What follows belongs to an exercise in optimizing a design on an open flow for small area; a production flow would make more cautious choices.
The RTL was checked by simulation tests, not by an equivalence proof against the original design.
No activity file was given, so power comes from the tool's default toggle rates.

## iot_filter_param
module iot_filter_param #(
    parameter int IN_W  = 8,
    parameter int BEATS = 16,
    parameter int WORDS = 8
) (
    input  logic                     clk,
    input  logic                     rst,
    input  logic                     in_en,
    input  logic [IN_W-1:0]          iot_in,
    input  logic [2:0]               fn_sel,
    input  logic [IN_W*BEATS-1:0]    lo_bound,
    input  logic [IN_W*BEATS-1:0]    hi_bound,
    output logic                     busy,
    output logic                     valid,
    output logic [IN_W*BEATS-1:0]    iot_out
);
Settings: LEC_CHECK=0, ABC_AREA=0, CAP_MARGIN=20, CORE_MARGIN=2, CORE_UTILIZATION=40, PLACE_DENSITY=0.6, SLEW_MARGIN=20; clock period 11.0 ns.
standard.sh (not shown) runs the stock make flow with config.mk's settings and CLKGATE_MAP_FILE= SYNTH_SCRIPT=/design/flow/synth_recipe.tcl, a recipe that flattens the netlist after the stock synthesis.
==> flow/flow/run.sh <==
#!/bin/bash
# Standard ORFS layout (the standard.sh) with the smallest buffer cell on the ports
# and a clock tree without dummy loads.
set -euo pipefail
export BUFFER_PORTS_ARGS="-buffer_cell sky130_fd_sc_hd__buf_1"
export CTS_ARGS="-sink_clustering_enable -repair_clock_nets -buf_list sky130_fd_sc_hd__clkbuf_8 -sink_clustering_size 16 -sink_clustering_max_diameter 80 -dont_use_dummy_load"
bash standard.sh > standard.log 2>&1
Next try:
==> flow/flow/run.sh (replaced) <==
#!/bin/bash
# The standard ORFS layout (standard.sh, which keeps each step's log under
# orfs/logs/), with three changes:
#  - synthesis maps the logic with the area-oriented ABC script in flow/abc_area.script
#    (run from a copy of ORFS's scripts folder; nothing else in it differs);
#  - buffer_ports puts the smallest buffer cell on every input and output port;
#  - the clock tree uses clkbuf_8 buffers on clusters of up to 16 registers and no
#    dummy loads.
set -euo pipefail
rm -rf orfs_scripts
cp -rp "$FLOW_HOME/scripts" orfs_scripts
cp flow/abc_area.script orfs_scripts/abc_area.script
SCRIPTS_DIR="$PWD/orfs_scripts" bash standard.sh synth > standard_synth.log 2>&1
export BUFFER_PORTS_ARGS="-buffer_cell sky130_fd_sc_hd__buf_1"
export CTS_ARGS="-sink_clustering_enable -repair_clock_nets -buf_list sky130_fd_sc_hd__clkbuf_4 -sink_clustering_size 10 -sink_clustering_max_diameter 50 -dont_use_dummy_load"
bash standard.sh > standard.log 2>&1
==> flow/flow/abc_area.script (new file) <==
strash
&get -n
&fraig -x
&put
scorr
dc2
dretime
strash
dch -f
amap
topo
Settings changed: ABC_AREA 0 to 1, CAP_MARGIN 20 to 0, SLEW_MARGIN 20 to 0.
After rerunning: Via count came out lower by 1.2%. Clock skew came out higher by 0.035 ns. Design area came out lower by 3.0%. Die area came out lower by 5.1%.
Next try:
==> flow/flow/run.sh (replaced) <==
#!/bin/bash
# Standard ORFS layout (the standard.sh) with the smallest buffer cell on the ports
# and a clock tree without dummy loads.
set -euo pipefail
export BUFFER_PORTS_ARGS="-buffer_cell sky130_fd_sc_hd__buf_1"
export CTS_ARGS="-sink_clustering_enable -repair_clock_nets -buf_list sky130_fd_sc_hd__clkbuf_8 -sink_clustering_size 16 -sink_clustering_max_diameter 80 -dont_use_dummy_load"
bash standard.sh > standard.log 2>&1
Settings changed: ABC_AREA 1 to 0, ABC_CLOCK_PERIOD_IN_PS set to 30000, CAP_MARGIN 0 to 20, SLEW_MARGIN 0 to 20.
removed: flow/flow/abc_area.script
The new run completed with no timing, DRC or antenna violations.
Routed wire length went up by a few percent.
Synthesized area rises by a few percent.
Power is higher slightly.
Cell count is higher slightly.
Fmax climbs by well over a third.
Design area went up by a few percent.
Count of clock-buffer cells in the layout falls by 21.
Setup slack gets better by 2.7 ns.
Global-route usage stays flat.
Hold slack gets better by 0.10 ns.
Utilization came out lower by 0.94 points.
Next try:
==> flow/flow/run.sh (replaced) <==
#!/bin/bash
# The standard ORFS layout (standard.sh, which keeps each step's log under
# orfs/logs/), with three changes:
#  - synthesis maps the logic with the area-oriented ABC script in flow/abc_area.script
#    (run from a copy of ORFS's scripts folder; nothing else in it differs);
#  - buffer_ports puts the smallest buffer cell on every input and output port;
#  - the clock tree uses clkbuf_4 buffers on clusters of up to 10 registers and no
#    dummy loads.
set -euo pipefail
rm -rf orfs_scripts
cp -rp "$FLOW_HOME/scripts" orfs_scripts
cp flow/abc_area.script orfs_scripts/abc_area.script
ADDER_MAP_FILE= SCRIPTS_DIR="$PWD/orfs_scripts" bash standard.sh synth > standard_synth.log 2>&1
export BUFFER_PORTS_ARGS="-buffer_cell sky130_fd_sc_hd__buf_1"
export CTS_ARGS="-sink_clustering_enable -repair_clock_nets -buf_list sky130_fd_sc_hd__clkbuf_4 -sink_clustering_size 10 -sink_clustering_max_diameter 50 -dont_use_dummy_load"
bash standard.sh > standard.log 2>&1
==> flow/flow/abc_area.script (new file) <==
strash
&get -n
&fraig -x
&put
scorr
dc2
dretime
strash
dch -f
amap -m
mfs3 -ae
topo
Settings changed: ABC_AREA 0 to 1, ABC_CLOCK_PERIOD_IN_PS 30000 to unset, CAP_MARGIN 20 to 0, SLEW_MARGIN 20 to 0.
Effect:
- Now the flow completed and failed the layout checks on setup timing
- synthesized area shrinks by 12%
- core utilization grows by 7.4 points
- flip-flop and latch count is unchanged
- final cell count grows by 5.3%
- design area grows by 3.5%
- total power shrinks by 1.8%
- register-to-register slack loses 1.8 ns
- via count grows by 7.1%
- wire length grows by 0.96%
Next try:
--- a/flow/flow/run.sh
+++ b/flow/flow/run.sh
@@ -13 +13 @@
-ADDER_MAP_FILE= SCRIPTS_DIR="$PWD/orfs_scripts" bash standard.sh synth > standard_synth.log 2>&1
+SCRIPTS_DIR="$PWD/orfs_scripts" bash standard.sh synth > standard_synth.log 2>&1
The changed run finished clean.
Routed wire length is lower by 3.8%.
Global-route usage is lower by 2.5 points.
Cell area is lower by 6.6%.
Cell count is lower by 6.4%.
Utilization is lower by 6.5 points.
First-iteration DRC count is lower by about 12%.
Synthesized cell count is higher by 4.7%.
Power hardly moves.

-- static timing again, ports no longer ideal --
No port has a modelled driver above. Below, the same layouts with a new extraction and two added sets of constraints.
Step 1: set_driving_cell puts a clkbuf_16 on clk and a buf_2 on each other input, an assumption about the parent block.
Step 2 moves the port delays by t, midway between the first and last clock arrival at a register: inputs arrive t later, outputs are due t later. That takes back most of the time a late clock gives input paths.
Slacks: no drivers / after step 1 / after step 2; pairs: no drivers / after step 1.
run | t (ns) | setup WS [ns] | worst setup path after step 2 | slew at the worst register clock pin (ns)
the first run | 0.631 | 3.677 / 3.622 / 4.254 | register to output | 0.11 / 0.11
the second run | 0.818 | 0.970 / 0.913 / 1.731 | register to output | 0.11 / 0.11
the third run | 0.631 | 3.677 / 3.622 / 4.254 | register to output | 0.11 / 0.11
the fourth run | 0.838 | -4.829 / -4.883 / -4.046 | register to output | 0.12 / 0.12
the fifth run | 0.800 | 0.938 / 0.886 / 1.687 | register to output | 0.11 / 0.11
